This is an optimization exercise on Yosys and OpenROAD, whose aim is small area, a short achievable clock period and few clock cycles per item, not a production implementation.
In this exercise RTL edits were held to simulation tests only and were not proved equivalent to the original.
Power and IR drop assume default switching activity.

==> flow/design.v <==
`timescale 1ns / 1ps
`default_nettype none
package tma_pkg;
    localparam int MAX_WINDOW = 64;
    localparam int DATA_W     = 32;
    localparam int CFG_W      = 7;
    localparam int SLOT_W     = $clog2(MAX_WINDOW);
    localparam int CNT_W      = $clog2(MAX_WINDOW + 1);
    localparam int SUM_W      = DATA_W + SLOT_W;
    localparam int ITER_W     = $clog2(SUM_W);
    localparam logic [CFG_W-1:0] WINDOW_RESET = CFG_W'(4);
    typedef struct packed {
        logic cfg_write;
        logic accept;
        logic read_old;
        logic update;
        logic div_load;
        logic div_step;
        logic out_load;
    } t_ctrl_cmd;
    typedef struct packed {
        logic div_last;
    } t_dp_status;
    function automatic logic [CNT_W-1:0] eff_window(input logic [CFG_W-1:0] v);
        logic [CNT_W-1:0] w;
        if (v == '0) begin
            w = CNT_W'(1);
        end else if (int'(v) > MAX_WINDOW) begin
            w = CNT_W'(MAX_WINDOW);
        end else begin
            w = CNT_W'(v);
        end
        eff_window = w;
    endfunction
endpackage
`default_nettype wire
`timescale 1ns / 1ps
`default_nettype none
module trailing_moving_average (
    input  wire logic                              i_clk,
    input  wire logic                              i_rst_n,
    input  wire logic                              i_valid,
    output logic                                   o_stall,
    input  wire logic signed [tma_pkg::DATA_W-1:0] i_sample,
    input  wire logic                              i_first_of_set,
    output logic                                   o_valid,
    input  wire logic                              i_stall,
    output logic signed [tma_pkg::DATA_W-1:0]      o_average,
    input  wire logic                              i_cfg_valid,
    output logic                                   o_cfg_ready,
    input  wire logic [tma_pkg::CFG_W-1:0]         i_cfg_data
);
    localparam int DW    = 32;
    localparam int SW    = 38;
    localparam int LW    = 6;               
    localparam int DIV_S = DW / 2;          
    logic sk_v;     
    logic en;
    logic en_d;
    logic rdy;
    assign o_stall     = sk_v;
    assign o_cfg_ready = rdy;
    logic          v0, c0, f0;
    logic [DW-1:0] d0;
    logic [6:0]    g0;
    always_ff @(posedge i_clk) begin
        if (!i_rst_n) begin
            v0 <= 1'b0;
            c0 <= 1'b0;
        end else if (en) begin
            v0 <= i_valid;
            c0 <= i_cfg_valid;
        end
    end
    always_ff @(posedge i_clk) begin
        if (en) begin
            d0 <= i_sample;
            f0 <= i_first_of_set;
            g0 <= i_cfg_data;
        end
    end
    logic [LW-1:0] wm1;                
    logic [LW:0]   fill;               
    logic [LW:0]   f;
    logic          full;
    logic [LW-1:0] g_m1;
    assign f    = f0 ? '0 : fill;
    assign full = !f0 && (fill > {1'b0, wm1});
    assign g_m1 = (g0 == 7'd0) ? 6'd0 : (g0 >= 7'd64) ? 6'd63 : 6'(g0 - 7'd1);
    always_ff @(posedge i_clk) begin
        if (!i_rst_n) begin
            wm1  <= 6'd3;
            fill <= '0;
        end else if (en) begin
            if (c0) begin
                wm1  <= g_m1;
                fill <= '0;
            end else if (v0) begin
                fill <= f0 ? 7'd1 : full ? fill : fill + 7'd1;
            end
        end
    end
    logic [DW-1:0] so [LW+1];          
    logic [DW-1:0] last;               
    assign so[0] = d0;
    for (genvar i = 0; i < LW; i++) begin : g_seg
        localparam int J = LW - 1 - i;
        localparam int L = 1 << J;
        logic [DW-1:0] e [L];
        always_ff @(posedge i_clk) begin
            if (en && v0) begin
                e[0] <= so[i];
                for (int k = 1; k < L; k++) begin
                    e[k] <= e[k-1];
                end
            end
        end
        assign so[i+1] = wm1[J] ? e[L-1] : so[i];
    end
    always_ff @(posedge i_clk) begin
        if (en && v0) begin
            last <= so[LW];
        end
    end
    logic          v2, clr2;
    logic [DW:0]   dl2;
    logic [LW-1:0] m2;                 
    logic [DW:0]   dl_full;
    assign dl_full = {d0[DW-1], d0} - {last[DW-1], last};
    always_ff @(posedge i_clk) begin
        if (!i_rst_n) begin
            v2 <= 1'b0;
        end else if (en) begin
            v2 <= v0;
        end
    end
    always_ff @(posedge i_clk) begin
        if (en) begin
            dl2  <= full ? dl_full : {d0[DW-1], d0};
            clr2 <= f0 || (fill == '0);
            m2   <= full ? wm1 : f[LW-1:0];
        end
    end
    localparam int HB = 19;            
    localparam int HW = SW - HB;       
    logic          v3, clr3, c3;
    logic [HB-1:0] lo;
    logic [HW-1:0] dh3;
    logic [LW-1:0] m3;
    logic [SW-1:0] dl_x;
    logic [HB:0]   lo_n;
    assign dl_x = {{(SW-DW-1){dl2[DW]}}, dl2};
    assign lo_n = {1'b0, clr2 ? {HB{1'b0}} : lo} + {1'b0, dl_x[HB-1:0]};
    always_ff @(posedge i_clk) begin
        if (!i_rst_n) begin
            v3 <= 1'b0;
        end else if (en) begin
            v3 <= v2;
        end
    end
    always_ff @(posedge i_clk) begin
        if (en) begin
            m3   <= m2;
            clr3 <= clr2;
            dh3  <= dl_x[SW-1:HB];
            c3   <= lo_n[HB];
            if (v2) begin
                lo <= lo_n[HB-1:0];
            end
        end
    end
    logic          v4;
    logic [HW-1:0] hi;
    logic [HB-1:0] lo4;                
    logic [LW-1:0] m4;
    logic [HW:0]   hi_n;
    logic [SW-1:0] sum;
    assign hi_n = {clr3 ? {HW{1'b0}} : hi, 1'b1} + {dh3, c3};
    assign sum  = {hi, lo4};
    always_ff @(posedge i_clk) begin
        if (!i_rst_n) begin
            v4 <= 1'b0;
        end else if (en) begin
            v4 <= v3;
        end
    end
    always_ff @(posedge i_clk) begin
        if (en) begin
            m4  <= m3;
            lo4 <= lo;
            if (v3) begin
                hi <= hi_n[HW:1];
            end
        end
    end
    logic          dv [DIV_S];
    logic [LW:0]   dp [DIV_S];         
    logic [DW-1:0] dx [DIV_S];         
    logic [LW-1:0] dm [DIV_S];
    for (genvar s = 0; s < DIV_S; s++) begin : g_div
        localparam int K = (s == DIV_S - 1) ? 1 : 2;     
        logic          iv;
        logic [LW-1:0] im;
        logic [LW:0]   p [K+1];
        logic [DW-1:0] x [K+1];
        if (s == 0) begin : g_first
            assign iv   = v4;
            assign im   = m4;
            assign p[0] = sum[SW-1:DW-1];
            assign x[0] = {sum[DW-2:0], !sum[SW-1]};
        end else begin : g_next
            assign iv   = dv[s-1];
            assign im   = dm[s-1];
            assign p[0] = dp[s-1];
            assign x[0] = dx[s-1];
        end
        for (genvar k = 0; k < K; k++) begin : g_step
            logic [LW:0] trial, pm, pp;
            assign trial  = {p[k][LW-1:0], x[k][DW-1]};
            assign pm     = trial + {1'b1, ~im};                 
            assign pp     = trial + {1'b0, im} + 7'd1;           
            assign p[k+1] = p[k][LW] ? pp : pm;
            assign x[k+1] = {x[k][DW-2:0], !p[k+1][LW]};
        end
        always_ff @(posedge i_clk) begin
            if (!i_rst_n) begin
                dv[s] <= 1'b0;
            end else if (en_d) begin
                dv[s] <= iv;
            end
        end
        always_ff @(posedge i_clk) begin
            if (en_d) begin
                dp[s] <= p[K];
                dx[s] <= x[K];
                dm[s] <= im;
            end
        end
    end
    logic          vl;
    logic [DW-1:0] res;
    logic          out_v;
    logic [DW-1:0] out_d, sk_d;
    logic          pop, push;
    logic rem_nz;
    assign rem_nz = dp[DIV_S-1][LW] ? (dp[DIV_S-1] != {1'b1, ~dm[DIV_S-1]})
                                    : (dp[DIV_S-1] != '0);
    assign vl     = dv[DIV_S-1];
    assign res    = {~dx[DIV_S-1][DW-1], dx[DIV_S-1][DW-2:0]}
                  + {31'd0, !dx[DIV_S-1][DW-1] && rem_nz};
    assign pop  = out_v && !i_stall;
    assign push = en && vl;
    logic fill_sk;                     
    assign fill_sk = out_v && !pop && push;
    always_ff @(posedge i_clk) begin
        if (!i_rst_n) begin
            out_v <= 1'b0;
            sk_v  <= 1'b0;
            en    <= 1'b1;
            en_d  <= 1'b1;
            rdy   <= 1'b1;
        end else begin
            out_v <= pop ? (sk_v || push) : (out_v || push);
            sk_v  <= sk_v ? !pop : fill_sk;
            en    <= sk_v ? pop : !fill_sk;
            en_d  <= en_d ? !fill_sk : pop;
            rdy   <= rdy ? !fill_sk : pop;
        end
    end
    always_ff @(posedge i_clk) begin
        if (!out_v || !i_stall) begin
            out_d <= en_d ? res : sk_d;
        end
        if (en_d) begin
            sk_d <= res;
        end
    end
    assign o_valid   = out_v;
    assign o_average = out_d;
endmodule
`default_nettype wire
export LEC_CHECK = 0
export CAP_MARGIN = 20
export CORE_MARGIN = 2
export CORE_UTILIZATION = 40
export CTS_CLUSTER_DIAMETER = 100
export CTS_CLUSTER_SIZE = 24
export SLEW_MARGIN = 20
create_clock -name core_clock -period 8.0 [get_ports {i_clk}]
standard.sh (not shown) runs the stock make flow with config.mk's settings and CLKGATE_MAP_FILE= SYNTH_SCRIPT=/design/flow/synth_recipe.tcl, a recipe that flattens the netlist after the stock synthesis.
==> flow/flow/run.sh <==
#!/bin/bash
set -euo pipefail
bash standard.sh SETUP_SLACK_MARGIN=5.15 finish > flow_make.log 2>&1
The baseline completed with no timing, DRC or antenna violations.
Testbench counts at the start, summed over its fixed seeds: cycles 4,992, items 4,800.
Next try:
==> flow/run.sh (new file) <==
#!/bin/bash
# synth_recipe.tcl (not shown) runs the flow's synth.tcl, then flattens the netlist and writes it again
# the make line also repeats each setting of config.mk as NAME=value (left out here)
make -C /OpenROAD-flow-scripts/flow DESIGN_CONFIG=/design/flow/config.mk WORK_HOME=/design/flow/orfs CLKGATE_MAP_FILE= SYNTH_SCRIPT=/design/flow/synth_recipe.tcl finish
- SETUP_SLACK_MARGIN: default -> 5
removed: flow/flow/run.sh
removed: flow/standard.sh
The changed run passed the timing, design-rule and antenna checks.
Clock power hardly moves.
Global-route usage decreases by 0.18 points.
Design area decreases by about 1.8%.
Non-clock buffer count decreases by 118.
Wire length decreases by 1.7%.
Total power decreases by 2.7%.
Count of clock-buffer cells in the layout does not change.

========
== job 6709 ==
Another version of the RTL of trailing_moving_average (not shown whole).
Size: about 5,800 cells after synthesis, ~3,000 flip-flops, about 80 I/O pins, ~0.11 mm² of cells after synthesis.
export LEC_CHECK = 0
export CAP_MARGIN = 20
export CORE_MARGIN = 2
export CORE_UTILIZATION = 40
export CTS_CLUSTER_DIAMETER = 100
export CTS_CLUSTER_SIZE = 27
export SETUP_SLACK_MARGIN = 5
export SLEW_MARGIN = 20
create_clock -name core_clock -period 8.0 [get_ports {i_clk}]
run.sh (not shown) runs the stock make flow with config.mk's settings and CLKGATE_MAP_FILE= SYNTH_SCRIPT=/design/flow/synth_recipe.tcl, a recipe that flattens the netlist after the stock synthesis.
Stock flow here: none of the scripts above is used.
In summary, job 6709 completed successfully, with a layout that passed the timing, design-rule and antenna checks.
Testbench counts of job 6709, summed over its fixed seeds: cycles 4,992, items 4,800.
[inputs] job 9313 vs job 6709
-- flow/config.mk --
<<< job 6709, line 11
export CTS_CLUSTER_DIAMETER = 100
export CTS_CLUSTER_SIZE = 27
export SETUP_SLACK_MARGIN = 5
>>> job 9313, line 11
export CTS_CLUSTER_DIAMETER = 100
export CTS_CLUSTER_SIZE = 24
export SETUP_SLACK_MARGIN = 5
[summary]
The critical-path maximum fanout of job 9313 falls short of that of job 6709 by 2.
Job 9313 ended with less worst hold slack than job 6709.
Job 9313 vs job 6709 on data required time at the worst endpoint: job 9313 is the lower one.
Per the comparison of job 9313 with job 6709, switching part of the total power lost 0.16 points; combinational power share lost 0.3 points; fmax picked up an extra 0.0060 GHz; final area neither gained nor lost much.

==> afterwards: timing with drivers on the ports <==
The flow's constraints put no driver on any port. The routed layouts listed below were extracted and timed again, unchanged, in two steps. Step 1 sets driving cells, clkbuf_16 on the clock port and buf_2 on the other inputs (assumed; they add their load-dependent delay and slew). Step 2 moves the port delays by t, midway between the first and last clock arrival at a register: inputs arrive t later, outputs are due t later. That takes back most of the time a late clock gives input paths. Three values: ideal, step 1, step 2; two values: the first two.
| run | t, ns | setup WS [ns] | pins driven straight from the clock port |
|---|---|---|---|
| the first run of note 1 | 0.914 | 4.978 / 4.914 / 4.550 | 1 |
| the second run of note 1 | 0.911 | 5.049 / 4.959 / 4.585 | 1 |
| job 6709 | 0.909 | 4.884 / 4.884 / 4.731 | 1 |
| job 9313 | 0.921 | 4.941 / 4.941 / 4.726 | 1 |
After both steps every run listed still meets setup and hold. The setup slack of the second run of note 1, which loses most, moves by -0.090 ns with the drivers and by -0.464 ns with both steps.
